From an optimization exercise on the open Yosys and OpenROAD flow, aimed at small area, a short achievable clock period and few clock cycles per item; shortcuts taken in it are not production practice. The RTL was checked by simulation tests, not by an equivalence proof against the original design.

==> flow/design.v, too long to show whole: its modules and the start of the top module <==
// module hsl_fa: 10 lines
// module hsl_ha: 9 lines
// module hsl_to_rgb_converter: 3510 lines
module hsl_to_rgb_converter (
	input  logic clk,
	input  logic arst_n,
	input  logic hsl_valid,
	output logic hsl_stall,
	input  hsl_pkg::hsl_t hsl,
	output logic rgb_valid,
	input  logic rgb_stall,
	output hsl_pkg::rgb_t rgb
);
  // ...
==> flow/flow/run.sh <==
#!/bin/bash
# Layout flow: the standard flow (standard.sh) unchanged, except that the
# port buffers that global placement inserts are buf_2 cells rather than the
# default choice. Its full output goes to standard.log in this folder.
cp standard.sh standard_sh.txt.log
export BUFFER_PORTS_ARGS="-buffer_cell sky130_fd_sc_hd__buf_2"
bash standard.sh > standard.log 2>&1
==> flow/standard.sh <==
#!/bin/bash
# synth_recipe.tcl (not shown) runs the flow's synth.tcl, then flattens the netlist and writes it again
# the make line also repeats each setting of config.mk as NAME=value (left out here)
make -C /OpenROAD-flow-scripts/flow DESIGN_CONFIG=/design/flow/config.mk WORK_HOME=/design/flow/orfs CLKGATE_MAP_FILE= SYNTH_SCRIPT=/design/flow/synth_recipe.tcl "${@:-finish}"
==> flow/config.mk <==
export PLATFORM = sky130hd
export DESIGN_NAME = hsl_to_rgb_converter
export DESIGN_NICKNAME = hsl_to_rgb_converter
export VERILOG_FILES = /design/flow/design.v
export SDC_FILE = /design/flow/constraint.sdc
export NUM_CORES = 4
export LEC_CHECK = 0
export CAP_MARGIN = 20
export CORE_MARGIN = 2
export CORE_UTILIZATION = 40
export SETUP_SLACK_MARGIN = 3.0
export SLEW_MARGIN = 20
export SYNTH_HIERARCHICAL = 1
export SYNTH_MINIMUM_KEEP_SIZE = 0
==> flow/constraint.sdc <==
create_clock -name core_clock -period 7.0 [get_ports {clk}]
set_input_delay 1.4000 -clock core_clock [delete_from_list [all_inputs] [get_ports {clk}]]
set_output_delay 1.4000 -clock core_clock [all_outputs]
set_load 0.01 [all_outputs]
==> impl_metrics.py, run 1 <==
metrics = {
    "clock_network": {
        "cts_buffer_depth": 2,
        "cts.sinks": 186,
        "clk_pin_slew_ns": 0.07,
    },
    "drt": {
        "drc": 0,
        "drtPass1Iterations": 5,
    },
    "layout": {
        "largest_class": "multi-input combinational cells",
        "multi_input_area_share_pct": 57.2,
        "final_core_util_pct": 45.2,
        "fin_cells": 2052,
        "seq_share_pct": 30.2,
        "num-multi-input-gates": 1085,
    },
    "sta": {
        "min_period_ns": 3.85,
        "grt_setup_unrepaired": "true",
        "worstMarginPinSlew_ns": 1.14,
    },
    "place": {
        "dp.cells": 1972,
        "gp_congestion": 0.845,
    },
    "synthesis": {
        "synthesis.area_um2": 16600,
        "synth_compound_area_share_pct": 12.4,
        "synth_top_area_cell": "edfxtp_1",
        "ys_seq_elements": 186,
    },
    "global_routing": {
        "grt_antenna_before_repair": 0,
        "overflow": 0,
    },
    "die": {
        "die_h_um": 208,
    },
    "status": {
        "status": "complete, no violations",
    },
}
Testbench counts, summed over its fixed seeds: cycles 16,032, items 16,000.
==> run 2: changes to the inputs <==
--- a/flow/design.v
+++ b/flow/design.v
@@ -102,17 +102,17 @@
 	logic [7:0] hl1;
 	logic [2:0] sec1;
 	logic [15:0] P1;
 	logic [11:0] G1;
 	logic [15:0] P2;
 	logic [8:0] l2;
 	logic [2:0] sec2;
 	logic [5:0] bo2, bt2, bn2;
-	logic [71:0] r3;
+	logic [65:0] r3;
 	logic [2:0] sec3;
 	logic [7:0] md, mx, mn;
 	logic w0;
 	logic w1;
 	logic w2;
 	logic w3;
 	logic w4;
 	logic w5;
@@ -1766,16 +1766,65 @@
 	logic w1653;
 	logic w1654;
 	logic w1655;
 	logic w1656;
 	logic w1657;
 	logic w1658;
 	logic w1659;
 	logic w1660;
+	logic w1661;
+	logic w1662;
+	logic w1663;
+	logic w1664;
+	logic w1665;
+	logic w1666;
+	logic w1667;
+	logic w1668;
+	logic w1669;
+	logic w1670;
+	logic w1671;
+	logic w1672;
+	logic w1673;
+	logic w1674;
+	logic w1675;
+	logic w1676;
+	logic w1677;
+	logic w1678;
+	logic w1679;
+	logic w1680;
+	logic w1681;
+	logic w1682;
+	logic w1683;
+	logic w1684;
+	logic w1685;
+	logic w1686;
+	logic w1687;
+	logic w1688;
+	logic w1689;
+	logic w1690;
+	logic w1691;
+	logic w1692;
+	logic w1693;
+	logic w1694;
+	logic w1695;
+	logic w1696;
+	logic w1697;
+	logic w1698;
+	logic w1699;
+	logic w1700;
+	logic w1701;
+	logic w1702;
+	logic w1703;
+	logic w1704;
+	logic w1705;
+	logic w1706;
+	logic w1707;
+	logic w1708;
+	logic w1709;
 	logic [8:0] s0, l0;
 	logic       gt0;
 	logic [7:0] L0;
 	logic [6:0] hr0;
 	logic [3:0] so0, st0, sn0;
 	logic       s40;
 	always_comb begin
 		s0  = {hsl.saturation[8], hsl.saturation[7:0] & {8{!hsl.saturation[8]}}};
@@ -1959,40 +2008,40 @@
 	always_comb begin
 		for (int k = 0; k < 6; k++) begin
 			bo1[k] = G1[2*k] ^ ((k == 0) ? 1'b0 : G1[2*k-1]);
 			bt1[k] = (G1[2*k+1] & !G1[2*k] & !((k == 0) ? 1'b0 : G1[2*k-1]))
 			       | (!G1[2*k+1] & G1[2*k] & ((k == 0) ? 1'b0 : G1[2*k-1]));
 			bn1[k] = G1[2*k+1];
 		end
 	end
-	assign md[0] = w1653;
-	assign mx[0] = r3[56];
-	assign mn[0] = r3[64];
-	assign md[1] = w1654;
-	assign mx[1] = r3[57];
-	assign mn[1] = r3[65];
-	assign md[2] = w1655;
-	assign mx[2] = r3[58];
-	assign mn[2] = r3[66];
-	assign md[3] = w1656;
-	assign mx[3] = r3[59];
-	assign mn[3] = r3[67];
-	assign md[4] = w1657;
-	assign mx[4] = r3[60];
-	assign mn[4] = r3[68];
-	assign md[5] = w1658;
-	assign mx[5] = r3[61];
-	assign mn[5] = r3[69];
-	assign md[6] = w1659;
-	assign mx[6] = r3[62];
-	assign mn[6] = r3[70];
-	assign md[7] = w1660;
-	assign mx[7] = r3[63];
-	assign mn[7] = r3[71];
+	assign md[0] = w1702;
+	assign mx[0] = r3[50];
+	assign mn[0] = r3[58];
+	assign md[1] = w1703;
+	assign mx[1] = r3[51];
+	assign mn[1] = r3[59];
+	assign md[2] = w1704;
+	assign mx[2] = r3[52];
+	assign mn[2] = r3[60];
+	assign md[3] = w1705;
+	assign mx[3] = r3[53];
+	assign mn[3] = r3[61];
+	assign md[4] = w1706;
+	assign mx[4] = r3[54];
+	assign mn[4] = r3[62];
+	assign md[5] = w1707;
+	assign mx[5] = r3[55];
+	assign mn[5] = r3[63];
+	assign md[6] = w1708;
+	assign mx[6] = r3[56];
+	assign mn[6] = r3[64];
+	assign md[7] = w1709;
+	assign mx[7] = r3[57];
+	assign mn[7] = r3[65];
 	assign w0 = so1[0] & L1[0];
 	assign w1 = w0 ^ sn1[0];
 	assign w2 = so1[0] & L1[1];
 	assign w3 = st1[0] & L1[0];
 	assign w4 = w2 | w3;
 	assign w5 = w4 ^ sn1[0];
 	assign w6 = so1[0] & L1[2];
 	assign w7 = st1[0] & L1[1];
@@ -2863,31 +2912,31 @@
 	assign w1003 = ~P2[1];
 	assign w1004 = ~P2[2];
 	assign w1005 = ~P2[3];
 	assign w1006 = ~P2[4];
 	assign w1007 = ~P2[5];
 	assign w1008 = ~P2[6];
 	assign w1009 = ~P2[7];
 	assign w1010 = w953 & w1002;
-	assign w1011 = w953 ^ w1002;
+	assign w1011 = w953 | w1002;
 	assign w1012 = w994 & w1003;
-	assign w1013 = w994 ^ w1003;
+	assign w1013 = w994 | w1003;
 	assign w1014 = w995 & w1004;
-	assign w1015 = w995 ^ w1004;
+	assign w1015 = w995 | w1004;
 	assign w1016 = w996 & w1005;
-	assign w1017 = w996 ^ w1005;
+	assign w1017 = w996 | w1005;
 	assign w1018 = w997 & w1006;
-	assign w1019 = w997 ^ w1006;
+	assign w1019 = w997 | w1006;
 	assign w1020 = w998 & w1007;
-	assign w1021 = w998 ^ w1007;
+	assign w1021 = w998 | w1007;
 	assign w1022 = w999 & w1008;
-	assign w1023 = w999 ^ w1008;
+	assign w1023 = w999 | w1008;
 	assign w1024 = w1000 & w1009;
-	assign w1025 = w1000 ^ w1009;
+	assign w1025 = w1000 | w1009;
 	assign w1026 = w1012 | (w1013 & w1010);
 	assign w1027 = w1013 & w1011;
 	assign w1028 = w1016 | (w1017 & w1014);
 	assign w1029 = w1017 & w1015;
 	assign w1030 = w1020 | (w1021 & w1018);
 	assign w1031 = w1021 & w1019;
 	assign w1032 = w1024 | (w1025 & w1022);
 	assign w1033 = w1025 & w1023;
@@ -3085,31 +3134,31 @@
 	assign w1225 = ~w1208;
 	assign w1226 = ~w1209;
 	assign w1227 = ~w1210;
 	assign w1228 = ~w1211;
 	assign w1229 = ~w1212;
 	assign w1230 = ~w1213;
 	assign w1231 = ~w1214;
 	assign w1232 = w1215 & w1224;
-	assign w1233 = w1215 ^ w1224;
+	assign w1233 = w1215 | w1224;
 	assign w1234 = w1216 & w1225;
-	assign w1235 = w1216 ^ w1225;
+	assign w1235 = w1216 | w1225;
 	assign w1236 = w1217 & w1226;
-	assign w1237 = w1217 ^ w1226;
+	assign w1237 = w1217 | w1226;
 	assign w1238 = w1218 & w1227;
-	assign w1239 = w1218 ^ w1227;
+	assign w1239 = w1218 | w1227;
 	assign w1240 = w1219 & w1228;
-	assign w1241 = w1219 ^ w1228;
+	assign w1241 = w1219 | w1228;
 	assign w1242 = w1220 & w1229;
-	assign w1243 = w1220 ^ w1229;
+	assign w1243 = w1220 | w1229;
 	assign w1244 = w1221 & w1230;
-	assign w1245 = w1221 ^ w1230;
+	assign w1245 = w1221 | w1230;
 	assign w1246 = w1222 & w1231;
-	assign w1247 = w1222 ^ w1231;
+	assign w1247 = w1222 | w1231;
 	assign w1248 = w1234 | (w1235 & w1232);
 	assign w1249 = w1235 & w1233;
 	assign w1250 = w1238 | (w1239 & w1236);
 	assign w1251 = w1239 & w1237;
 	assign w1252 = w1242 | (w1243 & w1240);
 	assign w1253 = w1243 & w1241;
 	assign w1254 = w1246 | (w1247 & w1244);
 	assign w1255 = w1247 & w1245;
@@ -3186,290 +3235,330 @@
 	assign w1326 = w1290 & w1291;
 	assign w1327 = w1292 & w1293;
 	assign w1328 = w1294 & w1295;
 	assign w1329 = w1326 & w1327;
 	assign w1330 = w1328 & w1296;
 	assign w1331 = w1329 & w1330;
 	assign w1332 = w1289 & w1331;
 	assign w1333 = w1222 ^ w1332;
-	hsl_ha u_w1334 (.a(r3[0]), .b(r3[1]), .s(w1334), .co(w1335));
-	hsl_ha u_w1336 (.a(r3[2]), .b(r3[9]), .s(w1336), .co(w1337));
-	hsl_fa u_w1338 (.a(r3[3]), .b(r3[4]), .c(r3[11]), .s(w1338), .co(w1339));
-	hsl_fa u_w1340 (.a(r3[5]), .b(r3[6]), .c(r3[13]), .s(w1340), .co(w1341));
-	hsl_fa u_w1342 (.a(r3[7]), .b(r3[8]), .c(r3[15]), .s(w1342), .co(w1343));
-	hsl_fa u_w1344 (.a(r3[9]), .b(r3[10]), .c(r3[17]), .s(w1344), .co(w1345));
-	hsl_fa u_w1346 (.a(r3[11]), .b(r3[12]), .c(r3[19]), .s(w1346), .co(w1347));
-	hsl_fa u_w1348 (.a(r3[13]), .b(r3[14]), .c(r3[21]), .s(w1348), .co(w1349));
-	hsl_fa u_w1350 (.a(r3[15]), .b(r3[16]), .c(r3[23]), .s(w1350), .co(w1351));
-	hsl_fa u_w1352 (.a(r3[17]), .b(r3[18]), .c(r3[25]), .s(w1352), .co(w1353));
-	hsl_fa u_w1354 (.a(r3[19]), .b(r3[20]), .c(r3[27]), .s(w1354), .co(w1355));
-	hsl_fa u_w1356 (.a(r3[21]), .b(r3[22]), .c(r3[29]), .s(w1356), .co(w1357));
-	hsl_fa u_w1358 (.a(r3[23]), .b(r3[24]), .c(r3[31]), .s(w1358), .co(w1359));
-	hsl_fa u_w1360 (.a(r3[25]), .b(r3[26]), .c(r3[33]), .s(w1360), .co(w1361));
-	hsl_fa u_w1362 (.a(r3[27]), .b(r3[28]), .c(r3[35]), .s(w1362), .co(w1363));
-	hsl_fa u_w1364 (.a(r3[29]), .b(r3[30]), .c(r3[37]), .s(w1364), .co(w1365));
-	hsl_fa u_w1366 (.a(r3[31]), .b(r3[32]), .c(r3[39]), .s(w1366), .co(w1367));
-	hsl_fa u_w1368 (.a(r3[33]), .b(r3[34]), .c(r3[41]), .s(w1368), .co(w1369));
-	hsl_fa u_w1370 (.a(r3[35]), .b(r3[36]), .c(r3[43]), .s(w1370), .co(w1371));
-	hsl_fa u_w1372 (.a(r3[37]), .b(r3[38]), .c(r3[45]), .s(w1372), .co(w1373));
-	hsl_fa u_w1374 (.a(r3[39]), .b(r3[40]), .c(r3[47]), .s(w1374), .co(w1375));
-	hsl_fa u_w1376 (.a(r3[41]), .b(r3[42]), .c(r3[49]), .s(w1376), .co(w1377));
-	hsl_fa u_w1378 (.a(r3[43]), .b(r3[44]), .c(r3[51]), .s(w1378), .co(w1379));
-	hsl_fa u_w1380 (.a(r3[45]), .b(r3[46]), .c(r3[53]), .s(w1380), .co(w1381));
-	assign w1382 = r3[47] ^ r3[48];
-	assign w1383 = ~w1382;
-	assign w1384 = r3[47] | r3[48];
-	hsl_ha u_w1385 (.a(1'b1), .b(r3[49]), .s(w1385), .co(w1386));
-	hsl_ha u_w1387 (.a(1'b1), .b(r3[51]), .s(w1387), .co(w1388));
-	hsl_ha u_w1389 (.a(r3[7]), .b(r3[8]), .s(w1389), .co(w1390));
-	hsl_fa u_w1391 (.a(r3[10]), .b(w1335), .c(w1336), .s(w1391), .co(w1392));
-	hsl_fa u_w1393 (.a(r3[12]), .b(w1337), .c(w1338), .s(w1393), .co(w1394));
-	hsl_fa u_w1395 (.a(r3[14]), .b(w1339), .c(w1340), .s(w1395), .co(w1396));
-	hsl_fa u_w1397 (.a(r3[16]), .b(w1341), .c(w1342), .s(w1397), .co(w1398));
-	hsl_fa u_w1399 (.a(r3[18]), .b(w1343), .c(w1344), .s(w1399), .co(w1400));
-	hsl_fa u_w1401 (.a(r3[20]), .b(w1345), .c(w1346), .s(w1401), .co(w1402));
-	hsl_fa u_w1403 (.a(r3[22]), .b(w1347), .c(w1348), .s(w1403), .co(w1404));
-	hsl_fa u_w1405 (.a(r3[24]), .b(w1349), .c(w1350), .s(w1405), .co(w1406));
-	hsl_fa u_w1407 (.a(r3[26]), .b(w1351), .c(w1352), .s(w1407), .co(w1408));
-	hsl_fa u_w1409 (.a(r3[28]), .b(w1353), .c(w1354), .s(w1409), .co(w1410));
-	hsl_fa u_w1411 (.a(r3[30]), .b(w1355), .c(w1356), .s(w1411), .co(w1412));
-	hsl_fa u_w1413 (.a(r3[32]), .b(w1357), .c(w1358), .s(w1413), .co(w1414));
-	hsl_fa u_w1415 (.a(r3[34]), .b(w1359), .c(w1360), .s(w1415), .co(w1416));
-	hsl_fa u_w1417 (.a(r3[36]), .b(w1361), .c(w1362), .s(w1417), .co(w1418));
-	hsl_fa u_w1419 (.a(r3[38]), .b(w1363), .c(w1364), .s(w1419), .co(w1420));
-	hsl_fa u_w1421 (.a(r3[40]), .b(w1365), .c(w1366), .s(w1421), .co(w1422));
-	hsl_fa u_w1423 (.a(r3[42]), .b(w1367), .c(w1368), .s(w1423), .co(w1424));
-	hsl_fa u_w1425 (.a(r3[44]), .b(w1369), .c(w1370), .s(w1425), .co(w1426));
-	hsl_fa u_w1427 (.a(r3[46]), .b(w1371), .c(w1372), .s(w1427), .co(w1428));
-	hsl_fa u_w1429 (.a(r3[48]), .b(w1373), .c(w1374), .s(w1429), .co(w1430));
-	hsl_fa u_w1431 (.a(r3[50]), .b(w1375), .c(w1376), .s(w1431), .co(w1432));
-	hsl_fa u_w1433 (.a(r3[52]), .b(w1377), .c(w1378), .s(w1433), .co(w1434));
-	hsl_fa u_w1435 (.a(r3[54]), .b(w1379), .c(w1380), .s(w1435), .co(w1436));
-	hsl_fa u_w1437 (.a(r3[55]), .b(w1383), .c(w1381), .s(w1437), .co(w1438));
-	hsl_fa u_w1439 (.a(r3[50]), .b(w1384), .c(w1385), .s(w1439), .co(w1440));
-	hsl_fa u_w1441 (.a(r3[52]), .b(w1386), .c(w1387), .s(w1441), .co(w1442));
-	assign w1443 = r3[0] & r3[1];
-	assign w1444 = r3[0] ^ r3[1];
-	assign w1445 = r3[3] & r3[4];
-	assign w1446 = r3[3] ^ r3[4];
-	assign w1447 = r3[5] & r3[6];
-	assign w1448 = r3[5] ^ r3[6];
-	assign w1449 = w1389 & w1334;
-	assign w1450 = w1389 ^ w1334;
-	assign w1451 = w1390 & w1391;
-	assign w1452 = w1390 ^ w1391;
-	assign w1453 = w1392 & w1393;
-	assign w1454 = w1392 ^ w1393;
-	assign w1455 = w1394 & w1395;
-	assign w1456 = w1394 ^ w1395;
-	assign w1457 = w1396 & w1397;
-	assign w1458 = w1396 ^ w1397;
-	assign w1459 = w1398 & w1399;
-	assign w1460 = w1398 ^ w1399;
-	assign w1461 = w1400 & w1401;
-	assign w1462 = w1400 ^ w1401;
-	assign w1463 = w1402 & w1403;
-	assign w1464 = w1402 ^ w1403;
-	assign w1465 = w1404 & w1405;
-	assign w1466 = w1404 ^ w1405;
-	assign w1467 = w1406 & w1407;
-	assign w1468 = w1406 ^ w1407;
-	assign w1469 = w1408 & w1409;
-	assign w1470 = w1408 ^ w1409;
-	assign w1471 = w1410 & w1411;
-	assign w1472 = w1410 ^ w1411;
-	assign w1473 = w1412 & w1413;
-	assign w1474 = w1412 ^ w1413;
-	assign w1475 = w1414 & w1415;
-	assign w1476 = w1414 ^ w1415;
-	assign w1477 = w1416 & w1417;
-	assign w1478 = w1416 ^ w1417;
-	assign w1479 = w1418 & w1419;
-	assign w1480 = w1418 ^ w1419;
-	assign w1481 = w1420 & w1421;
-	assign w1482 = w1420 ^ w1421;
-	assign w1483 = w1422 & w1423;
-	assign w1484 = w1422 ^ w1423;
-	assign w1485 = w1424 & w1425;
-	assign w1486 = w1424 ^ w1425;
-	assign w1487 = w1426 & w1427;
-	assign w1488 = w1426 ^ w1427;
-	assign w1489 = w1428 & w1429;
-	assign w1490 = w1428 ^ w1429;
-	assign w1491 = w1430 & w1431;
-	assign w1492 = w1430 ^ w1431;
-	assign w1493 = w1432 & w1433;
-	assign w1494 = w1432 ^ w1433;
-	assign w1495 = w1434 & w1435;
-	assign w1496 = w1434 ^ w1435;
-	assign w1497 = w1436 & w1437;
-	assign w1498 = w1436 ^ w1437;
-	assign w1499 = w1438 & w1439;
-	assign w1500 = w1438 ^ w1439;
-	assign w1501 = w1440 & w1441;
-	assign w1502 = w1440 ^ w1441;
-	assign w1503 = r3[2] & w1443;
-	assign w1504 = r3[2] & w1444;
-	assign w1505 = w1447 | (w1448 & w1445);
-	assign w1506 = w1448 & w1446;
-	assign w1507 = w1451 | (w1452 & w1449);
-	assign w1508 = w1452 & w1450;
-	assign w1509 = w1455 | (w1456 & w1453);
-	assign w1510 = w1456 & w1454;
-	assign w1511 = w1459 | (w1460 & w1457);
-	assign w1512 = w1460 & w1458;
-	assign w1513 = w1463 | (w1464 & w1461);
-	assign w1514 = w1464 & w1462;
-	assign w1515 = w1467 | (w1468 & w1465);
-	assign w1516 = w1468 & w1466;
-	assign w1517 = w1471 | (w1472 & w1469);
-	assign w1518 = w1472 & w1470;
-	assign w1519 = w1475 | (w1476 & w1473);
-	assign w1520 = w1476 & w1474;
-	assign w1521 = w1479 | (w1480 & w1477);
-	assign w1522 = w1480 & w1478;
-	assign w1523 = w1483 | (w1484 & w1481);
-	assign w1524 = w1484 & w1482;
-	assign w1525 = w1487 | (w1488 & w1485);
-	assign w1526 = w1488 & w1486;
-	assign w1527 = w1491 | (w1492 & w1489);
-	assign w1528 = w1492 & w1490;
-	assign w1529 = w1495 | (w1496 & w1493);
-	assign w1530 = w1496 & w1494;
-	assign w1531 = w1499 | (w1500 & w1497);
-	assign w1532 = w1500 & w1498;
-	assign w1533 = w1445 | (w1446 & w1503);
-	assign w1534 = w1446 & w1504;
-	assign w1535 = w1505 | (w1506 & w1503);
-	assign w1536 = w1506 & w1504;
-	assign w1537 = w1453 | (w1454 & w1507);
-	assign w1538 = w1454 & w1508;
-	assign w1539 = w1509 | (w1510 & w1507);
-	assign w1540 = w1510 & w1508;
-	assign w1541 = w1461 | (w1462 & w1511);
-	assign w1542 = w1462 & w1512;
-	assign w1543 = w1513 | (w1514 & w1511);
-	assign w1544 = w1514 & w1512;
-	assign w1545 = w1469 | (w1470 & w1515);
-	assign w1546 = w1470 & w1516;
-	assign w1547 = w1517 | (w1518 & w1515);
-	assign w1548 = w1518 & w1516;
-	assign w1549 = w1477 | (w1478 & w1519);
-	assign w1550 = w1478 & w1520;
-	assign w1551 = w1521 | (w1522 & w1519);
-	assign w1552 = w1522 & w1520;
-	assign w1553 = w1485 | (w1486 & w1523);
-	assign w1554 = w1486 & w1524;
-	assign w1555 = w1525 | (w1526 & w1523);
-	assign w1556 = w1526 & w1524;
-	assign w1557 = w1493 | (w1494 & w1527);
-	assign w1558 = w1494 & w1528;
-	assign w1559 = w1529 | (w1530 & w1527);
-	assign w1560 = w1530 & w1528;
-	assign w1561 = w1501 | (w1502 & w1531);
-	assign w1562 = w1502 & w1532;
-	assign w1563 = w1449 | (w1450 & w1535);
-	assign w1564 = w1450 & w1536;
-	assign w1565 = w1507 | (w1508 & w1535);
-	assign w1566 = w1508 & w1536;
-	assign w1567 = w1537 | (w1538 & w1535);
-	assign w1568 = w1538 & w1536;
-	assign w1569 = w1539 | (w1540 & w1535);
-	assign w1570 = w1540 & w1536;
-	assign w1571 = w1465 | (w1466 & w1543);
-	assign w1572 = w1466 & w1544;
-	assign w1573 = w1515 | (w1516 & w1543);
-	assign w1574 = w1516 & w1544;
-	assign w1575 = w1545 | (w1546 & w1543);
-	assign w1576 = w1546 & w1544;
-	assign w1577 = w1547 | (w1548 & w1543);
-	assign w1578 = w1548 & w1544;
-	assign w1579 = w1481 | (w1482 & w1551);
-	assign w1580 = w1482 & w1552;
-	assign w1581 = w1523 | (w1524 & w1551);
-	assign w1582 = w1524 & w1552;
-	assign w1583 = w1553 | (w1554 & w1551);
-	assign w1584 = w1554 & w1552;
-	assign w1585 = w1555 | (w1556 & w1551);
-	assign w1586 = w1556 & w1552;
-	assign w1587 = w1497 | (w1498 & w1559);
-	assign w1588 = w1498 & w1560;
-	assign w1589 = w1531 | (w1532 & w1559);
-	assign w1590 = w1532 & w1560;
-	assign w1591 = w1561 | (w1562 & w1559);
-	assign w1592 = w1562 & w1560;
-	assign w1593 = w1457 | (w1458 & w1569);
-	assign w1594 = w1458 & w1570;
-	assign w1595 = w1511 | (w1512 & w1569);
-	assign w1596 = w1512 & w1570;
-	assign w1597 = w1541 | (w1542 & w1569);
-	assign w1598 = w1542 & w1570;
-	assign w1599 = w1543 | (w1544 & w1569);
-	assign w1600 = w1544 & w1570;
-	assign w1601 = w1571 | (w1572 & w1569);
-	assign w1602 = w1572 & w1570;
-	assign w1603 = w1573 | (w1574 & w1569);
-	assign w1604 = w1574 & w1570;
-	assign w1605 = w1575 | (w1576 & w1569);
-	assign w1606 = w1576 & w1570;
-	assign w1607 = w1577 | (w1578 & w1569);
-	assign w1608 = w1578 & w1570;
-	assign w1609 = w1489 | (w1490 & w1585);
-	assign w1610 = w1490 & w1586;
-	assign w1611 = w1527 | (w1528 & w1585);
-	assign w1612 = w1528 & w1586;
-	assign w1613 = w1557 | (w1558 & w1585);
-	assign w1614 = w1558 & w1586;
-	assign w1615 = w1559 | (w1560 & w1585);
-	assign w1616 = w1560 & w1586;
-	assign w1617 = w1587 | (w1588 & w1585);
-	assign w1618 = w1588 & w1586;
-	assign w1619 = w1589 | (w1590 & w1585);
-	assign w1620 = w1590 & w1586;
-	assign w1621 = w1591 | (w1592 & w1585);
-	assign w1622 = w1592 & w1586;
-	assign w1623 = w1473 | (w1474 & w1607);
-	assign w1624 = w1474 & w1608;
-	assign w1625 = w1519 | (w1520 & w1607);
-	assign w1626 = w1520 & w1608;
-	assign w1627 = w1549 | (w1550 & w1607);
-	assign w1628 = w1550 & w1608;
-	assign w1629 = w1551 | (w1552 & w1607);
-	assign w1630 = w1552 & w1608;
-	assign w1631 = w1579 | (w1580 & w1607);
-	assign w1632 = w1580 & w1608;
-	assign w1633 = w1581 | (w1582 & w1607);
-	assign w1634 = w1582 & w1608;
-	assign w1635 = w1583 | (w1584 & w1607);
-	assign w1636 = w1584 & w1608;
-	assign w1637 = w1585 | (w1586 & w1607);
-	assign w1638 = w1586 & w1608;
-	assign w1639 = w1609 | (w1610 & w1607);
-	assign w1640 = w1610 & w1608;
-	assign w1641 = w1611 | (w1612 & w1607);
-	assign w1642 = w1612 & w1608;
-	assign w1643 = w1613 | (w1614 & w1607);
-	assign w1644 = w1614 & w1608;
-	assign w1645 = w1615 | (w1616 & w1607);
-	assign w1646 = w1616 & w1608;
-	assign w1647 = w1617 | (w1618 & w1607);
-	assign w1648 = w1618 & w1608;
-	assign w1649 = w1619 | (w1620 & w1607);
-	assign w1650 = w1620 & w1608;
-	assign w1651 = w1621 | (w1622 & w1607);
-	assign w1652 = w1622 & w1608;
-	assign w1653 = w1488 ^ w1635;
-	assign w1654 = w1490 ^ w1637;
-	assign w1655 = w1492 ^ w1639;
-	assign w1656 = w1494 ^ w1641;
-	assign w1657 = w1496 ^ w1643;
-	assign w1658 = w1498 ^ w1645;
-	assign w1659 = w1500 ^ w1647;
-	assign w1660 = w1502 ^ w1649;
+	assign w1334 = bn2[0] & w344;
+	assign w1335 = bn2[0] ^ w344;
+	assign w1336 = w900 & w352;
+	assign w1337 = w900 ^ w352;
+	assign w1338 = w901 & w902;
+	assign w1339 = w901 ^ w902;
+	assign w1340 = w903 & w904;
+	assign w1341 = w903 ^ w904;
+	assign w1342 = w905 & w906;
+	assign w1343 = w905 ^ w906;
+	assign w1344 = w907 & w908;
+	assign w1345 = w907 ^ w908;
+	assign w1346 = w909 & w910;
+	assign w1347 = w909 ^ w910;
+	assign w1348 = w348 & w1334;
+	assign w1349 = w348 & w1335;
+	assign w1350 = w1338 | (w1339 & w1336);
+	assign w1351 = w1339 & w1337;
+	assign w1352 = w1342 | (w1343 & w1340);
+	assign w1353 = w1343 & w1341;
+	assign w1354 = w1346 | (w1347 & w1344);
+	assign w1355 = w1347 & w1345;
+	assign w1356 = w1336 | (w1337 & w1348);
+	assign w1357 = w1337 & w1349;
+	assign w1358 = w1350 | (w1351 & w1348);
+	assign w1359 = w1351 & w1349;
+	assign w1360 = w1344 | (w1345 & w1352);
+	assign w1361 = w1345 & w1353;
+	assign w1362 = w1354 | (w1355 & w1352);
+	assign w1363 = w1355 & w1353;
+	assign w1364 = w1340 | (w1341 & w1358);
+	assign w1365 = w1341 & w1359;
+	assign w1366 = w1352 | (w1353 & w1358);
+	assign w1367 = w1353 & w1359;
+	assign w1368 = w1360 | (w1361 & w1358);
+	assign w1369 = w1361 & w1359;
+	assign w1370 = w1362 | (w1363 & w1358);
+	assign w1371 = w1363 & w1359;
+	assign w1372 = w348 ^ w1334;
+	assign w1373 = w1337 ^ w1348;
+	assign w1374 = w1339 ^ w1356;
+	assign w1375 = w1341 ^ w1358;
+	assign w1376 = w1343 ^ w1364;
+	assign w1377 = w1345 ^ w1366;
+	assign w1378 = w1347 ^ w1368;
+	hsl_ha u_w1379 (.a(r3[8]), .b(r3[9]), .s(w1379), .co(w1380));
+	hsl_ha u_w1381 (.a(r3[11]), .b(r3[12]), .s(w1381), .co(w1382));
+	hsl_ha u_w1383 (.a(r3[13]), .b(r3[14]), .s(w1383), .co(w1384));
+	hsl_ha u_w1385 (.a(r3[15]), .b(r3[16]), .s(w1385), .co(w1386));
+	hsl_ha u_w1387 (.a(r3[17]), .b(r3[18]), .s(w1387), .co(w1388));
+	hsl_ha u_w1389 (.a(r3[19]), .b(r3[20]), .s(w1389), .co(w1390));
+	hsl_ha u_w1391 (.a(r3[21]), .b(r3[22]), .s(w1391), .co(w1392));
+	hsl_ha u_w1393 (.a(r3[23]), .b(r3[24]), .s(w1393), .co(w1394));
+	hsl_ha u_w1395 (.a(r3[25]), .b(r3[26]), .s(w1395), .co(w1396));
+	hsl_ha u_w1397 (.a(r3[27]), .b(r3[28]), .s(w1397), .co(w1398));
+	hsl_ha u_w1399 (.a(r3[29]), .b(r3[30]), .s(w1399), .co(w1400));
+	hsl_ha u_w1401 (.a(r3[31]), .b(r3[32]), .s(w1401), .co(w1402));
+	hsl_ha u_w1403 (.a(r3[33]), .b(r3[34]), .s(w1403), .co(w1404));
+	hsl_ha u_w1405 (.a(r3[35]), .b(r3[36]), .s(w1405), .co(w1406));
+	hsl_ha u_w1407 (.a(r3[37]), .b(r3[38]), .s(w1407), .co(w1408));
+	hsl_ha u_w1409 (.a(r3[39]), .b(r3[40]), .s(w1409), .co(w1410));
+	hsl_ha u_w1411 (.a(1'b1), .b(r3[41]), .s(w1411), .co(w1412));
+	hsl_ha u_w1413 (.a(r3[4]), .b(r3[8]), .s(w1413), .co(w1414));
+	hsl_ha u_w1415 (.a(r3[5]), .b(r3[11]), .s(w1415), .co(w1416));
+	hsl_ha u_w1417 (.a(r3[6]), .b(r3[13]), .s(w1417), .co(w1418));
+	hsl_ha u_w1419 (.a(r3[7]), .b(r3[15]), .s(w1419), .co(w1420));
+	hsl_fa u_w1421 (.a(r3[10]), .b(r3[17]), .c(r3[18]), .s(w1421), .co(w1422));
+	hsl_fa u_w1423 (.a(r3[19]), .b(r3[20]), .c(w1380), .s(w1423), .co(w1424));
+	hsl_fa u_w1425 (.a(r3[21]), .b(r3[22]), .c(w1382), .s(w1425), .co(w1426));
+	hsl_fa u_w1427 (.a(r3[23]), .b(r3[24]), .c(w1384), .s(w1427), .co(w1428));
+	hsl_fa u_w1429 (.a(r3[25]), .b(r3[26]), .c(w1386), .s(w1429), .co(w1430));
+	hsl_fa u_w1431 (.a(r3[27]), .b(r3[28]), .c(w1388), .s(w1431), .co(w1432));
+	hsl_fa u_w1433 (.a(r3[29]), .b(r3[30]), .c(w1390), .s(w1433), .co(w1434));
+	hsl_fa u_w1435 (.a(r3[31]), .b(r3[32]), .c(w1392), .s(w1435), .co(w1436));
+	hsl_fa u_w1437 (.a(r3[33]), .b(r3[34]), .c(w1394), .s(w1437), .co(w1438));
+	hsl_fa u_w1439 (.a(r3[35]), .b(r3[36]), .c(w1396), .s(w1439), .co(w1440));
+	hsl_fa u_w1441 (.a(r3[37]), .b(r3[38]), .c(w1398), .s(w1441), .co(w1442));
+	hsl_fa u_w1443 (.a(r3[39]), .b(r3[40]), .c(w1400), .s(w1443), .co(w1444));
+	hsl_fa u_w1445 (.a(r3[41]), .b(r3[42]), .c(w1402), .s(w1445), .co(w1446));
+	hsl_fa u_w1447 (.a(r3[43]), .b(r3[44]), .c(w1404), .s(w1447), .co(w1448));
+	hsl_fa u_w1449 (.a(r3[45]), .b(r3[46]), .c(w1406), .s(w1449), .co(w1450));
+	hsl_fa u_w1451 (.a(r3[47]), .b(r3[48]), .c(w1408), .s(w1451), .co(w1452));
+	hsl_fa u_w1453 (.a(r3[42]), .b(r3[49]), .c(w1410), .s(w1453), .co(w1454));
+	assign w1455 = r3[43] ^ r3[44];
+	assign w1456 = ~w1455;
+	assign w1457 = r3[43] | r3[44];
+	hsl_ha u_w1458 (.a(1'b1), .b(r3[45]), .s(w1458), .co(w1459));
+	hsl_ha u_w1460 (.a(r3[9]), .b(r3[10]), .s(w1460), .co(w1461));
+	hsl_fa u_w1462 (.a(r3[12]), .b(w1414), .c(w1415), .s(w1462), .co(w1463));
+	hsl_fa u_w1464 (.a(r3[14]), .b(w1416), .c(w1417), .s(w1464), .co(w1465));
+	hsl_fa u_w1466 (.a(r3[16]), .b(w1418), .c(w1419), .s(w1466), .co(w1467));
+	hsl_fa u_w1468 (.a(w1420), .b(w1379), .c(w1421), .s(w1468), .co(w1469));
+	hsl_fa u_w1470 (.a(w1381), .b(w1422), .c(w1423), .s(w1470), .co(w1471));
+	hsl_fa u_w1472 (.a(w1383), .b(w1424), .c(w1425), .s(w1472), .co(w1473));
+	hsl_fa u_w1474 (.a(w1385), .b(w1426), .c(w1427), .s(w1474), .co(w1475));
+	hsl_fa u_w1476 (.a(w1387), .b(w1428), .c(w1429), .s(w1476), .co(w1477));
+	hsl_fa u_w1478 (.a(w1389), .b(w1430), .c(w1431), .s(w1478), .co(w1479));
+	hsl_fa u_w1480 (.a(w1391), .b(w1432), .c(w1433), .s(w1480), .co(w1481));
+	hsl_fa u_w1482 (.a(w1393), .b(w1434), .c(w1435), .s(w1482), .co(w1483));
+	hsl_fa u_w1484 (.a(w1395), .b(w1436), .c(w1437), .s(w1484), .co(w1485));
+	hsl_fa u_w1486 (.a(w1397), .b(w1438), .c(w1439), .s(w1486), .co(w1487));
+	hsl_fa u_w1488 (.a(w1399), .b(w1440), .c(w1441), .s(w1488), .co(w1489));
+	hsl_fa u_w1490 (.a(w1401), .b(w1442), .c(w1443), .s(w1490), .co(w1491));
+	hsl_fa u_w1492 (.a(w1403), .b(w1444), .c(w1445), .s(w1492), .co(w1493));
+	hsl_fa u_w1494 (.a(w1405), .b(w1446), .c(w1447), .s(w1494), .co(w1495));
+	hsl_fa u_w1496 (.a(w1407), .b(w1448), .c(w1449), .s(w1496), .co(w1497));
+	hsl_fa u_w1498 (.a(w1409), .b(w1450), .c(w1451), .s(w1498), .co(w1499));
+	hsl_fa u_w1500 (.a(w1411), .b(w1452), .c(w1453), .s(w1500), .co(w1501));
+	hsl_fa u_w1502 (.a(w1412), .b(w1456), .c(w1454), .s(w1502), .co(w1503));
+	hsl_fa u_w1504 (.a(r3[46]), .b(w1457), .c(w1458), .s(w1504), .co(w1505));
+	assign w1506 = r3[0] & r3[4];
+	assign w1507 = r3[0] | r3[4];
+	assign w1508 = r3[1] & r3[5];
+	assign w1509 = r3[1] | r3[5];
+	assign w1510 = r3[2] & r3[6];
+	assign w1511 = r3[2] | r3[6];
+	assign w1512 = r3[3] & r3[7];
+	assign w1513 = r3[3] | r3[7];
+	assign w1514 = w1460 & w1413;
+	assign w1515 = w1460 | w1413;
+	assign w1516 = w1461 & w1462;
+	assign w1517 = w1461 | w1462;
+	assign w1518 = w1463 & w1464;
+	assign w1519 = w1463 | w1464;
+	assign w1520 = w1465 & w1466;
+	assign w1521 = w1465 | w1466;
+	assign w1522 = w1467 & w1468;
+	assign w1523 = w1467 | w1468;
+	assign w1524 = w1469 & w1470;
+	assign w1525 = w1469 | w1470;
+	assign w1526 = w1471 & w1472;
+	assign w1527 = w1471 | w1472;
+	assign w1528 = w1473 & w1474;
+	assign w1529 = w1473 | w1474;
+	assign w1530 = w1475 & w1476;
+	assign w1531 = w1475 | w1476;
+	assign w1532 = w1477 & w1478;
+	assign w1533 = w1477 | w1478;
+	assign w1534 = w1479 & w1480;
+	assign w1535 = w1479 | w1480;
+	assign w1536 = w1481 & w1482;
+	assign w1537 = w1481 | w1482;
+	assign w1538 = w1483 & w1484;
+	assign w1539 = w1483 | w1484;
+	assign w1540 = w1485 & w1486;
+	assign w1541 = w1485 | w1486;
+	assign w1542 = w1487 & w1488;
+	assign w1543 = w1487 | w1488;
+	assign w1544 = w1489 & w1490;
+	assign w1545 = w1489 ^ w1490;
+	assign w1546 = w1491 & w1492;
+	assign w1547 = w1491 ^ w1492;
+	assign w1548 = w1493 & w1494;
+	assign w1549 = w1493 ^ w1494;
+	assign w1550 = w1495 & w1496;
+	assign w1551 = w1495 ^ w1496;
+	assign w1552 = w1497 & w1498;
+	assign w1553 = w1497 ^ w1498;
+	assign w1554 = w1499 & w1500;
+	assign w1555 = w1499 ^ w1500;
+	assign w1556 = w1501 & w1502;
+	assign w1557 = w1501 ^ w1502;
+	assign w1558 = w1503 & w1504;
+	assign w1559 = w1503 ^ w1504;
+	assign w1560 = r3[1] & r3[0];
+	assign w1561 = r3[3] & r3[2];
+	assign w1562 = w1508 | (w1509 & w1506);
+	assign w1563 = w1509 & w1507;
+	assign w1564 = w1512 | (w1513 & w1510);
+	assign w1565 = w1513 & w1511;
+	assign w1566 = w1516 | (w1517 & w1514);
+	assign w1567 = w1517 & w1515;
+	assign w1568 = w1520 | (w1521 & w1518);
+	assign w1569 = w1521 & w1519;
+	assign w1570 = w1524 | (w1525 & w1522);
+	assign w1571 = w1525 & w1523;
+	assign w1572 = w1528 | (w1529 & w1526);
+	assign w1573 = w1529 & w1527;
+	assign w1574 = w1532 | (w1533 & w1530);
+	assign w1575 = w1533 & w1531;
+	assign w1576 = w1536 | (w1537 & w1534);
+	assign w1577 = w1537 & w1535;
+	assign w1578 = w1540 | (w1541 & w1538);
+	assign w1579 = w1541 & w1539;
+	assign w1580 = w1544 | (w1545 & w1542);
+	assign w1581 = w1545 & w1543;
+	assign w1582 = w1548 | (w1549 & w1546);
+	assign w1583 = w1549 & w1547;
+	assign w1584 = w1552 | (w1553 & w1550);
+	assign w1585 = w1553 & w1551;
+	assign w1586 = w1556 | (w1557 & w1554);
+	assign w1587 = w1557 & w1555;
+	assign w1588 = r3[2] & w1560;
+	assign w1589 = w1561 & w1560;
+	assign w1590 = w1510 | (w1511 & w1562);
+	assign w1591 = w1511 & w1563;
+	assign w1592 = w1564 | (w1565 & w1562);
+	assign w1593 = w1565 & w1563;
+	assign w1594 = w1518 | (w1519 & w1566);
+	assign w1595 = w1519 & w1567;
+	assign w1596 = w1568 | (w1569 & w1566);
+	assign w1597 = w1569 & w1567;
+	assign w1598 = w1526 | (w1527 & w1570);
+	assign w1599 = w1527 & w1571;
+	assign w1600 = w1572 | (w1573 & w1570);
+	assign w1601 = w1573 & w1571;
+	assign w1602 = w1534 | (w1535 & w1574);
+	assign w1603 = w1535 & w1575;
+	assign w1604 = w1576 | (w1577 & w1574);
+	assign w1605 = w1577 & w1575;
+	assign w1606 = w1542 | (w1543 & w1578);
+	assign w1607 = w1543 & w1579;
+	assign w1608 = w1580 | (w1581 & w1578);
+	assign w1609 = w1581 & w1579;
+	assign w1610 = w1550 | (w1551 & w1582);
+	assign w1611 = w1551 & w1583;
+	assign w1612 = w1584 | (w1585 & w1582);
+	assign w1613 = w1585 & w1583;
+	assign w1614 = w1558 | (w1559 & w1586);
+	assign w1615 = w1559 & w1587;
+	assign w1616 = w1507 & w1589;
+	assign w1617 = w1563 & w1589;
+	assign w1618 = w1591 & w1589;
+	assign w1619 = w1593 & w1589;
+	assign w1620 = w1522 | (w1523 & w1596);
+	assign w1621 = w1523 & w1597;
+	assign w1622 = w1570 | (w1571 & w1596);
+	assign w1623 = w1571 & w1597;
+	assign w1624 = w1598 | (w1599 & w1596);
+	assign w1625 = w1599 & w1597;
+	assign w1626 = w1600 | (w1601 & w1596);
+	assign w1627 = w1601 & w1597;
+	assign w1628 = w1538 | (w1539 & w1604);
+	assign w1629 = w1539 & w1605;
+	assign w1630 = w1578 | (w1579 & w1604);
+	assign w1631 = w1579 & w1605;
+	assign w1632 = w1606 | (w1607 & w1604);
+	assign w1633 = w1607 & w1605;
+	assign w1634 = w1608 | (w1609 & w1604);
+	assign w1635 = w1609 & w1605;
+	assign w1636 = w1554 | (w1555 & w1612);
+	assign w1637 = w1555 & w1613;
+	assign w1638 = w1586 | (w1587 & w1612);
+	assign w1639 = w1587 & w1613;
+	assign w1640 = w1614 | (w1615 & w1612);
+	assign w1641 = w1615 & w1613;
+	assign w1642 = w1514 | (w1515 & w1592);
+	assign w1643 = w1515 & w1619;
+	assign w1644 = w1566 | (w1567 & w1592);
+	assign w1645 = w1567 & w1619;
+	assign w1646 = w1594 | (w1595 & w1592);
+	assign w1647 = w1595 & w1619;
+	assign w1648 = w1596 | (w1597 & w1592);
+	assign w1649 = w1597 & w1619;
+	assign w1650 = w1620 | (w1621 & w1592);
+	assign w1651 = w1621 & w1619;
+	assign w1652 = w1622 | (w1623 & w1592);
+	assign w1653 = w1623 & w1619;
+	assign w1654 = w1624 | (w1625 & w1592);
+	assign w1655 = w1625 & w1619;
+	assign w1656 = w1626 | (w1627 & w1592);
+	assign w1657 = w1627 & w1619;
+	assign w1658 = w1546 | (w1547 & w1634);
+	assign w1659 = w1547 & w1635;
+	assign w1660 = w1582 | (w1583 & w1634);
+	assign w1661 = w1583 & w1635;
+	assign w1662 = w1610 | (w1611 & w1634);
+	assign w1663 = w1611 & w1635;
+	assign w1664 = w1612 | (w1613 & w1634);
+	assign w1665 = w1613 & w1635;
+	assign w1666 = w1636 | (w1637 & w1634);
+	assign w1667 = w1637 & w1635;
+	assign w1668 = w1638 | (w1639 & w1634);
+	assign w1669 = w1639 & w1635;
+	assign w1670 = w1640 | (w1641 & w1634);
+	assign w1671 = w1641 & w1635;
+	assign w1672 = w1530 | (w1531 & w1656);
+	assign w1673 = w1531 & w1657;
+	assign w1674 = w1574 | (w1575 & w1656);
+	assign w1675 = w1575 & w1657;
+	assign w1676 = w1602 | (w1603 & w1656);
+	assign w1677 = w1603 & w1657;
+	assign w1678 = w1604 | (w1605 & w1656);
+	assign w1679 = w1605 & w1657;
+	assign w1680 = w1628 | (w1629 & w1656);
+	assign w1681 = w1629 & w1657;
+	assign w1682 = w1630 | (w1631 & w1656);
+	assign w1683 = w1631 & w1657;
+	assign w1684 = w1632 | (w1633 & w1656);
+	assign w1685 = w1633 & w1657;
+	assign w1686 = w1634 | (w1635 & w1656);
+	assign w1687 = w1635 & w1657;
+	assign w1688 = w1658 | (w1659 & w1656);
+	assign w1689 = w1659 & w1657;
+	assign w1690 = w1660 | (w1661 & w1656);
+	assign w1691 = w1661 & w1657;
+	assign w1692 = w1662 | (w1663 & w1656);
+	assign w1693 = w1663 & w1657;
+	assign w1694 = w1664 | (w1665 & w1656);
+	assign w1695 = w1665 & w1657;
+	assign w1696 = w1666 | (w1667 & w1656);
+	assign w1697 = w1667 & w1657;
+	assign w1698 = w1668 | (w1669 & w1656);
+	assign w1699 = w1669 & w1657;
+	assign w1700 = w1670 | (w1671 & w1656);
+	assign w1701 = w1671 & w1657;
+	assign w1702 = w1545 ^ w1684;
+	assign w1703 = w1547 ^ w1686;
+	assign w1704 = w1549 ^ w1688;
+	assign w1705 = w1551 ^ w1690;
+	assign w1706 = w1553 ^ w1692;
+	assign w1707 = w1555 ^ w1694;
+	assign w1708 = w1557 ^ w1696;
+	assign w1709 = w1559 ^ w1698;
 	always_ff @(posedge clk) begin
 		if (adv) begin
 			so1  <= so0;
 			st1  <= st0;
 			sn1  <= sn0;
 			s41  <= s40;
 			gt1  <= gt0;
 			L1   <= L0;
@@ -3477,88 +3566,82 @@
 			sec1 <= hr0[6:4];
 			hl1  <= hsl.hue[7:0];
 			P2   <= P1;
 			bo2  <= bo1;
 			bt2  <= bt1;
 			bn2  <= bn1;
 			l2   <= l1;
 			sec2 <= sec1;
-			r3[0] <= bn2[0];
-			r3[1] <= w344;
-			r3[2] <= w348;
-			r3[3] <= w900;
-			r3[4] <= w352;
-			r3[5] <= w901;
-			r3[6] <= w902;
-			r3[7] <= w903;
-			r3[8] <= w904;
-			r3[9] <= w905;
-			r3[10] <= w906;
-			r3[11] <= w907;
-			r3[12] <= w908;
-			r3[13] <= w909;
-			r3[14] <= w910;
-			r3[15] <= w911;
-			r3[16] <= w912;
-			r3[17] <= w913;
-			r3[18] <= w914;
-			r3[19] <= w915;
-			r3[20] <= w916;
-			r3[21] <= w917;
-			r3[22] <= w918;
-			r3[23] <= w919;
-			r3[24] <= w920;
-			r3[25] <= w921;
-			r3[26] <= w922;
-			r3[27] <= w923;
-			r3[28] <= w924;
-			r3[29] <= w925;
-			r3[30] <= w926;
-			r3[31] <= w927;
-			r3[32] <= w928;
-			r3[33] <= w929;
-			r3[34] <= w930;
-			r3[35] <= w931;
-			r3[36] <= w932;
-			r3[37] <= w933;
-			r3[38] <= w934;
-			r3[39] <= w935;
-			r3[40] <= w936;
-			r3[41] <= w937;
-			r3[42] <= w938;
-			r3[43] <= w939;
-			r3[44] <= w940;
-			r3[45] <= w941;
-			r3[46] <= w942;
-			r3[47] <= w943;
-			r3[48] <= w944;
-			r3[49] <= w945;
-			r3[50] <= w946;
-			r3[51] <= w947;
-			r3[52] <= w948;
-			r3[53] <= w949;
-			r3[54] <= w950;
-			r3[55] <= w951;
-			r3[56] <= w1084;
-			r3[57] <= w1086;
-			r3[58] <= w1089;
-			r3[59] <= w1093;
-			r3[60] <= w1098;
-			r3[61] <= w1104;
-			r3[62] <= w1111;
-			r3[63] <= w1119;
-			r3[64] <= w1298;
-			r3[65] <= w1300;
-			r3[66] <= w1303;
-			r3[67] <= w1307;
-			r3[68] <= w1312;
-			r3[69] <= w1318;
-			r3[70] <= w1325;
-			r3[71] <= w1333;
+			r3[0] <= w1335;
+			r3[1] <= w1372;
+			r3[2] <= w1373;
+			r3[3] <= w1374;
+			r3[4] <= w1375;
+			r3[5] <= w1376;
+			r3[6] <= w1377;
+			r3[7] <= w1378;
+			r3[8] <= w911;
+			r3[9] <= w912;
+			r3[10] <= w1370;
+			r3[11] <= w913;
+			r3[12] <= w914;
+			r3[13] <= w915;
+			r3[14] <= w916;
+			r3[15] <= w917;
+			r3[16] <= w918;
+			r3[17] <= w919;
+			r3[18] <= w920;
+			r3[19] <= w921;
+			r3[20] <= w922;
+			r3[21] <= w923;
+			r3[22] <= w924;
+			r3[23] <= w925;
+			r3[24] <= w926;
+			r3[25] <= w927;
+			r3[26] <= w928;
+			r3[27] <= w929;
+			r3[28] <= w930;
+			r3[29] <= w931;
+			r3[30] <= w932;
+			r3[31] <= w933;
+			r3[32] <= w934;
+			r3[33] <= w935;
+			r3[34] <= w936;
+			r3[35] <= w937;
+			r3[36] <= w938;
+			r3[37] <= w939;
+			r3[38] <= w940;
+			r3[39] <= w941;
+			r3[40] <= w942;
+			r3[41] <= w943;
+			r3[42] <= w944;
+			r3[43] <= w945;
+			r3[44] <= w946;
+			r3[45] <= w947;
+			r3[46] <= w948;
+			r3[47] <= w949;
+			r3[48] <= w950;
+			r3[49] <= w951;
+			r3[50] <= w1084;
+			r3[51] <= w1086;
+			r3[52] <= w1089;
+			r3[53] <= w1093;
+			r3[54] <= w1098;
+			r3[55] <= w1104;
+			r3[56] <= w1111;
+			r3[57] <= w1119;
+			r3[58] <= w1298;
+			r3[59] <= w1300;
+			r3[60] <= w1303;
+			r3[61] <= w1307;
+			r3[62] <= w1312;
+			r3[63] <= w1318;
+			r3[64] <= w1325;
+			r3[65] <= w1333;
 			sec3 <= sec2;
 		end
 	end
 	hsl_pkg::rgb_t y, ro;
 	always_comb begin
 		case (sec3)
 			3'd0:    y = {mx, md, mn};
 			3'd1:    y = {md, mx, mn};
==> impl_metrics.py, run 2 <==
metrics = {
    "layout": {
        "top_register": "r3",
        "fin_nets": 1950,
        "drive_gt1_share_pct": 15.2,
        "fill_cells": 3877,
        "final_cell_mix": "179 x xnor2_1, 176 x edfxtp_1, 147 x fa_1",
        "antenna_cells": 0,
        "area_delta_synth_final_pct": 12.5,
        "reg.largest.list": "r3 x66, ro x24, P2 x16",
        "final_common_cell": "xnor2_1",
        "final_core_util_pct": 45.5,
        "largest_register_ffs": 66,
    },
    "drt": {
        "avgViaCountPerCell": 5.55,
        "antenna_left": 0,
        "first_iter_violations": 923,
        "vias": 12100,
        "drt-wirelength-per-cell_um": 18.4,
        "drc": 0,
        "drtPass1Iterations": 6,
        "totalWireLength_um": 40400,
    },
    "die": {
        "die_h_um": 210,
        "initial_core_util_pct": 40.4,
        "pin_count": 63,
        "dieArea_um2": 44000,
        "die_x_um": 210,
        "num_rows": 75,
        "core_area_um2": 41900,
    },
    "global_routing": {
        "grt_pass1_wl_um": 63800,
        "grt_pass1_vias": 11700,
        "grt_antenna_before_repair": 0,
        "grt_usage_pct": 18.4,
        "overflow": 0,
        "grt_max_degree": 99,
    },
    "sta": {
        "worstMarginPinSlew_ns": 1.12,
        "finalSetupViolCount": 0,
        "drv_slew": 0,
        "fin_crit_sh_pct": 59.8,
        "fin_ws_ns": 2.81,
        "min_period_ns": 4.19,
        "max_freq_mhz": 239,
        "max_slew_margin_pct": 25.4,
        "fin_skew_ns": 0.0142,
        "fin_tns_setup_ns": 0,
        "whs_ns": 0.424,
        "hold_violations": 0,
        "grt_setup_unrepaired": "true",
    },
    "synthesis": {
        "ys_seq_elements": 180,
        "yosysWarnings": 7,
        "synthTopCellsByArea": "edfxtp_1 31%, fa_1 18%, ha_1 9.5%",
        "synthAdderAreaFrac_pct": 27.2,
        "ys_types": 74,
        "yosysMostFrequentCell": "xnor2_1",
        "syn_inst": 1560,
        "syn_avg_cell_area_um2": 10.8,
        "synth_xor_area_share_pct": 10.9,
        "yosys-mux-area-fraction_pct": 1.26,
        "yosys-top-cells-count": "181 x xnor2_1, 176 x edfxtp_1, 148 x fa_1",
        "yosys.area_share.simple_pct": 9.04,
        "synth_edf_count": 176,
        "synthesis.area_um2": 16900,
        "yosysTopAreaCellShare_pct": 31.2,
        "synth_compound_area_share_pct": 15.4,
        "synth_top_family_by_area": "adder cells",
        "yosysSeqAreaShare_pct": 31.8,
        "ys.flop_type": "edfxtp_1",
        "async_flop_share_pct": 2.22,
        "synth_top_area_cell": "edfxtp_1",
    },
    "worst_setup_path": {
        "max_stage_delay_ns": 0.51,
        "cp_max_fo": 2,
        "crit_chain": "inv_4 > ha_4 > or3b_4 > nor4_4 > nand2_2 > fa_2 > xor2_4 > maj3_2 > o22ai_2 > a32oi_1 > a2111o_1 > o211a_1 > and3_1 > or4_1",
        "cpLargestDelayFamily": "simple AND/OR/NAND/NOR gates",
        "startpoint_type": "flop",
        "endpoint_kind": "flop",
        "path_class": "reg -> reg",
        "worstPathArrival_ns": 4.38,
        "required_ns": 7.19,
        "cp.buffers_inverters": 1,
        "slowest_stage": "edfxtp_1",
    },
    "place": {
        "dp_slack_ns": 2.17,
        "dp_hpwl_um": 29000,
        "port-buffer-count": 62,
        "gp_congestion": 0.894,
    },
    "status": {
        "status": "complete, no violations",
    },
    "min_path": {
        "hp-class": "reg -> reg",
    },
    "clock_network": {
        "hold_buffers": 0,
        "cts_max_level": 4,
        "cts.sinks": 180,
        "cts_buffer_depth": 2,
        "numCtsBuffers": 17,
        "clk_pin_slew_ns": 0.08,
        "clock_latency_ns": 0.45,
        "root_buffer": "clkbuf_16",
        "cts_tree": "done",
    },
    "run": {
        "drv_cap": 0,
    },
}
-- run 2: cell types whose count changed in the layout (fill, tap and decap cells not counted), sizes merged, moves of 11 or more --
cell    previous run  this run
buf              117       156
ha               141       129
inv              106        94
nor2              51        67
o211ai             2        13
o22ai              9        25
-- run 2: path summary, 6_finish.rpt --
path	from	end	slack, ns	depth (start not counted)
max in group asynchronous	arst_n	vo	6.14	1
min reg2reg	sec2[2]	sec3[2]	0.42	0
max reg2reg	P2[1]	r3[64]	2.81	14
min in group asynchronous	arst_n	v3	0.74	1
min	sec2[2]	sec3[2]	0.42	0
max	P2[1]	r3[64]	2.81	14
-- run 2: worst reg2reg max path, stage by stage, from the launching register on --
cell and delay [ns]:
edfxtp_1 0.51, inv_4 0.10, ha_4 0.13, or3b_4 0.40, nor4_4 0.19, nand2_2 0.11
fa_2 0.40, xor2_4 0.17, maj3_2 0.33, o22ai_2 0.16, a32oi_1 0.11, a2111o_1 0.45
o211a_1 0.25, and3_1 0.16, or4_1 0.46
-- run 2: through the flow --
stage / area [µm²] / instances
floorplan: 17000 / 1565
global placement: 17600 / 2072
detailed placement: 17700 / 2073
CTS: 18500 / 2136
global route: 19000 / 2188
finish: 19000 / 2188
-- run 2: per-module statistics from Yosys (local to each module, per instance) --
module | cells | cell area (µm²) | flops+latches | copies in the design
hsl_to_rgb_converter | 1367 | 13500 | 180 | 1
hsl_ha | 1 | 12.5 | 0 | 54
hsl_fa | 1 | 20.0 | 0 | 139
-- run 2: layer usage --
metal  global-route usage [%]  wire, µm  vias to the layer above
met2                     29.4     19200                      378
met3                     2.62      2080                       65
met4                     6.82      1020                        0
li1                         -         -                     5743
met1                     25.5     18100                     5949
met5                        0         0                        -
-- run 2: final cells by class --
class                      instances  area, µm²  area share, %
multi-input combinational       1193      11000           57.9
sequential                       180       5390           28.3
timing repair buffer             157       1030           5.40
tap                              539        674           3.54
clock buffer                      17        425           2.24
inverter                          87        332           1.74
clock inverter                    15        161          0.848
-- run 2: cells by family after synthesis --
family | count (synthesis)
adder cells (fa/ha/maj) | 279
XOR/XNOR | 210
AND/OR/NAND/NOR | 303
other | 1
AO/OA/AOI/OAI | 376
buffers and inverters | 192
flip-flops | 180
multiplexers | 19
-- run 2: repair_timing --
action,CTS,global route
buffers inserted,31,52
endpoints found under the hold margin,0,0
setup endpoints to repair,22,36
pin swaps,11,12
gates resized for setup,8,33
Testbench counts of run 2, summed over its fixed seeds: cycles 16,032, items 16,000.
==> run 3: changes to the inputs <==
--- a/flow/config.mk
+++ b/flow/config.mk
@@ -7,2 +7,3 @@
 export LEC_CHECK = 0
+export ABC_AREA = 1
 export CAP_MARGIN = 20
@@ -10,3 +11,3 @@
 export CORE_UTILIZATION = 40
-export SETUP_SLACK_MARGIN = 3.0
+export SETUP_SLACK_MARGIN = 3.25
 export SLEW_MARGIN = 20
==> impl_metrics.py, run 3 <==
metrics = {
    "min_path": {
        "holdPathStages": 0,
        "hp-start": "sec1[1]",
        "holdPathEnd": "sec2[1]",
        "hp-class": "reg -> reg",
    },
    "layout": {
        "fin_area_um2": 18100,
        "final_common_cell": "nand2_1",
        "reg.largest.list": "r3 x66, ro x24, P2 x16",
        "drive_gt1_share_pct": 8.99,
        "fin_nets": 2070,
        "largest_register_ffs": 66,
        "final_cell_mix": "278 x nand2_1, 202 x inv_1, 176 x edfxtp_1",
        "antenna_cells": 0,
        "fill_cells": 3935,
        "top_register": "r3",
        "area_delta_synth_final_pct": 9.81,
    },
    "sta": {
        "fin_ws_ns": 3.38,
        "min_period_ns": 3.62,
        "fin_skew_ns": 0.0199,
        "finalSetupViolCount": 0,
        "max_freq_mhz": 276,
        "hold_violations": 0,
        "fin_crit_sh_pct": 51.8,
        "max_slew_margin_pct": 33.6,
        "whs_ns": 0.413,
        "grt_setup_unrepaired": "false",
        "drv_slew": 0,
        "worstMarginPinSlew_ns": 0.996,
        "fin_tns_setup_ns": 0,
    },
    "drt": {
        "drtPass1Iterations": 5,
        "drc": 0,
        "drt-met1-wl_um": 17600,
        "vias": 12100,
        "totalWireLength_um": 38800,
        "wl_met3_um": 1850,
        "antenna_left": 0,
        "drt-wirelength-per-cell_um": 16.8,
        "first_iter_violations": 915,
        "route.met2.wl_um": 18300,
        "avgViaCountPerCell": 5.27,
        "top_layer": "met4",
    },
    "die": {
        "pin_count": 63,
        "dieArea_um2": 43000,
        "core_area_um2": 40800,
        "die_x_um": 207,
        "die_h_um": 207,
        "num_rows": 74,
        "initial_core_util_pct": 40.5,
    },
    "synthesis": {
        "synthTopCellsByArea": "edfxtp_1 32%, fa_1 18%, ha_1 9.8%",
        "yosysTopAreaCellShare_pct": 32.0,
        "yosysWarnings": 7,
        "synthesis.area_um2": 16500,
        "syn_avg_cell_area_um2": 9.68,
        "ys.flop_type": "edfxtp_1",
        "ys_types": 57,
        "syn_inst": 1707,
        "synth_top_area_cell": "edfxtp_1",
        "async_flop_share_pct": 2.22,
        "synth_edf_count": 176,
        "yosys-top-cells-count": "279 x nand2_1, 209 x inv_1, 176 x edfxtp_1",
        "ys_seq_elements": 180,
        "yosysMostFrequentCell": "nand2_1",
        "yosysSeqAreaShare_pct": 32.6,
    },
    "clock_network": {
        "numCtsBuffers": 17,
        "clock_latency_ns": 0.46,
        "root_buffer": "clkbuf_16",
        "clk_pin_slew_ns": 0.08,
        "cts_buffer_depth": 2,
        "cts_tree": "done",
        "cts_max_level": 4,
        "cts.sinks": 180,
    },
    "worst_setup_path": {
        "cpLargestDelayFamily": "adder cells",
        "max_stage_delay_ns": 0.51,
        "ff2ff_path_depth": 16,
        "required_ns": 7.21,
        "cp.buffers_inverters": 4,
        "worstReg2RegEnd": "P2[9]",
        "startpoint_type": "flop",
        "reg2reg_slack_ns": 3.38,
        "cp_max_fo": 11,
        "endpoint_kind": "flop",
        "worstPathArrival_ns": 3.83,
        "crit_chain": "inv_1 > o22ai_2 > xor2_2 > ha_1 > fa_1 > ha_4 > nand2_1 > inv_1 > nand2_1 > nand2_1 > a21oi_2 > inv_1 > a21o_1 > inv_2 > fa_1 > xnor2_1",
        "slowest_stage": "fa_1",
        "path_class": "reg -> reg",
        "r2r-start": "L1[2]",
    },
    "place": {
        "gp_congestion": 0.908,
        "dp_hpwl_um": 29700,
        "port-buffer-count": 62,
        "dp_slack_ns": 3.02,
        "place_area_um2": 17300,
    },
    "global_routing": {
        "grt_pass1_wl_um": 62500,
        "overflow": 0,
        "grt_usage_pct": 18.1,
        "grt_pass1_vias": 12000,
        "grt_max_degree": 66,
        "grt_antenna_before_repair": 0,
    },
    "status": {
        "status": "complete, no violations",
    },
    "run": {
        "drv_cap": 0,
    },
}
-- run 3: how the worst max path moves through the flow --
stage,from,endpoint,slack (ns),depth (start not counted)
detailed placement,rgb_stall,hsl_stall,3.02,4
finish,L1[2],P2[9],3.38,16
global placement,rgb_stall,hsl_stall,3.05,4
CTS,rgb_stall,hsl_stall,3.29,4
global route,L1[6],P2[13],3.22,13
floorplan,rgb_stall,hsl_stall,3.27,2
-- run 3: kinds of logic (layout without fill, tap and decap cells) --
group | Yosys count | after routing | share of synthesized area (%)
multiplexers | 1 | 1 | 0.0606
XOR/XNOR | 181 | 181 | 9.59
other | 1 | 6 | 0.0227
buffers and inverters | 281 | 336 | 6.41
AO/OA/AOI/OAI | 270 | 270 | 10.2
flip-flops | 180 | 180 | 32.6
AND/OR/NAND/NOR | 516 | 518 | 13.5
adder cells (fa/ha/maj) | 277 | 277 | 27.7
-- run 3: layer usage --
| layer | vias up | track usage, % |
|---|---|---|
| met3 | 56 | 2.56 |
| met4 | 0 | 6.43 |
| li1 | 5894 | - |
| met1 | 5838 | 24.7 |
| met5 | - | 0 |
| met2 | 342 | 29.3 |
-- run 3: per-stage QoR --
step | instances | utilization (%)
2_1_floorplan | 1712 | -
3_3_place_gp | 2250 | 42.4
3_5_place_dp | 2250 | 42.4
4_1_cts | 2284 | 44.0
5_1_grt | 2301 | 44.4
6_report | 2301 | 44.4
-- run 3: final cells by class --
cell class / count / area (µm²) / share of cell area [%]
clock buffers: 17 / 425 / 2.34
clock inverters: 15 / 183 / 1.01
inverters: 224 / 871 / 4.80
multi-input cells: 1253 / 10200 / 56.1
flip-flops and latches: 180 / 5390 / 29.7
well taps: 532 / 666 / 3.67
repair buffers: 79 / 438 / 2.41
repair inverters: 1 / 7.51 / 0.0414
-- run 3: per-module statistics from Yosys, one instance, submodules excluded --
module | copies in the design | cells inside
hsl_ha | 54 | 1
hsl_to_rgb_converter | 1 | 1514
hsl_fa | 139 | 1
-- run 3: worst register-to-register path, cell delays in order, from the launching register on --
cell	delay (ns)
edfxtp_1	0.41
inv_1	0.34
o22ai_2	0.18
xor2_2	0.18
ha_1	0.33
fa_1	0.51
ha_4	0.30
nand2_1	0.05
inv_1	0.05
nand2_1	0.05
nand2_1	0.10
a21oi_2	0.08
inv_1	0.05
a21o_1	0.17
inv_2	0.06
fa_1	0.37
xnor2_1	0.14
-- run 3: repair_timing --
item / in CTS / in global routing
resized for setup: 1 / 19
pin swaps: 1 / 6
gates cloned: 1 / 2
setup endpoints to repair: 3 / 19
hold buffers: 0 / 0
buffers inserted: 1 / 15

## afterwards: timing with drivers on the ports
The flow's constraints put no driver on any port. The routed layouts listed below were extracted and timed again, unchanged, in two steps.
Step 1: set_driving_cell puts a clkbuf_16 on clk and a buf_2 on each other input, an assumption about the parent block.
Step 2 adds t to the input delays and takes it off the output delays; t is the mean of the earliest and latest rising clock arrival at the registers after step 1. Input paths then give back, and output paths get back, about the clock's delay inside the block.
Slacks: no drivers / after step 1 / after step 2; pairs: no drivers / after step 1.
| run | t (ns) | setup slack, ns | worst setup path at the end | cell pins on the clock port's net |
|---|---|---|---|---|
| run 1 | 0.498 | 3.153 / 3.153 / 3.153 | register to register | 1 |
| run 2 | 0.499 | 2.812 / 2.812 / 2.812 | register to register | 1 |
| run 3 | 0.500 | 3.377 / 3.377 / 3.377 | register to register | 1 |
After both steps every run listed still meets setup and hold.
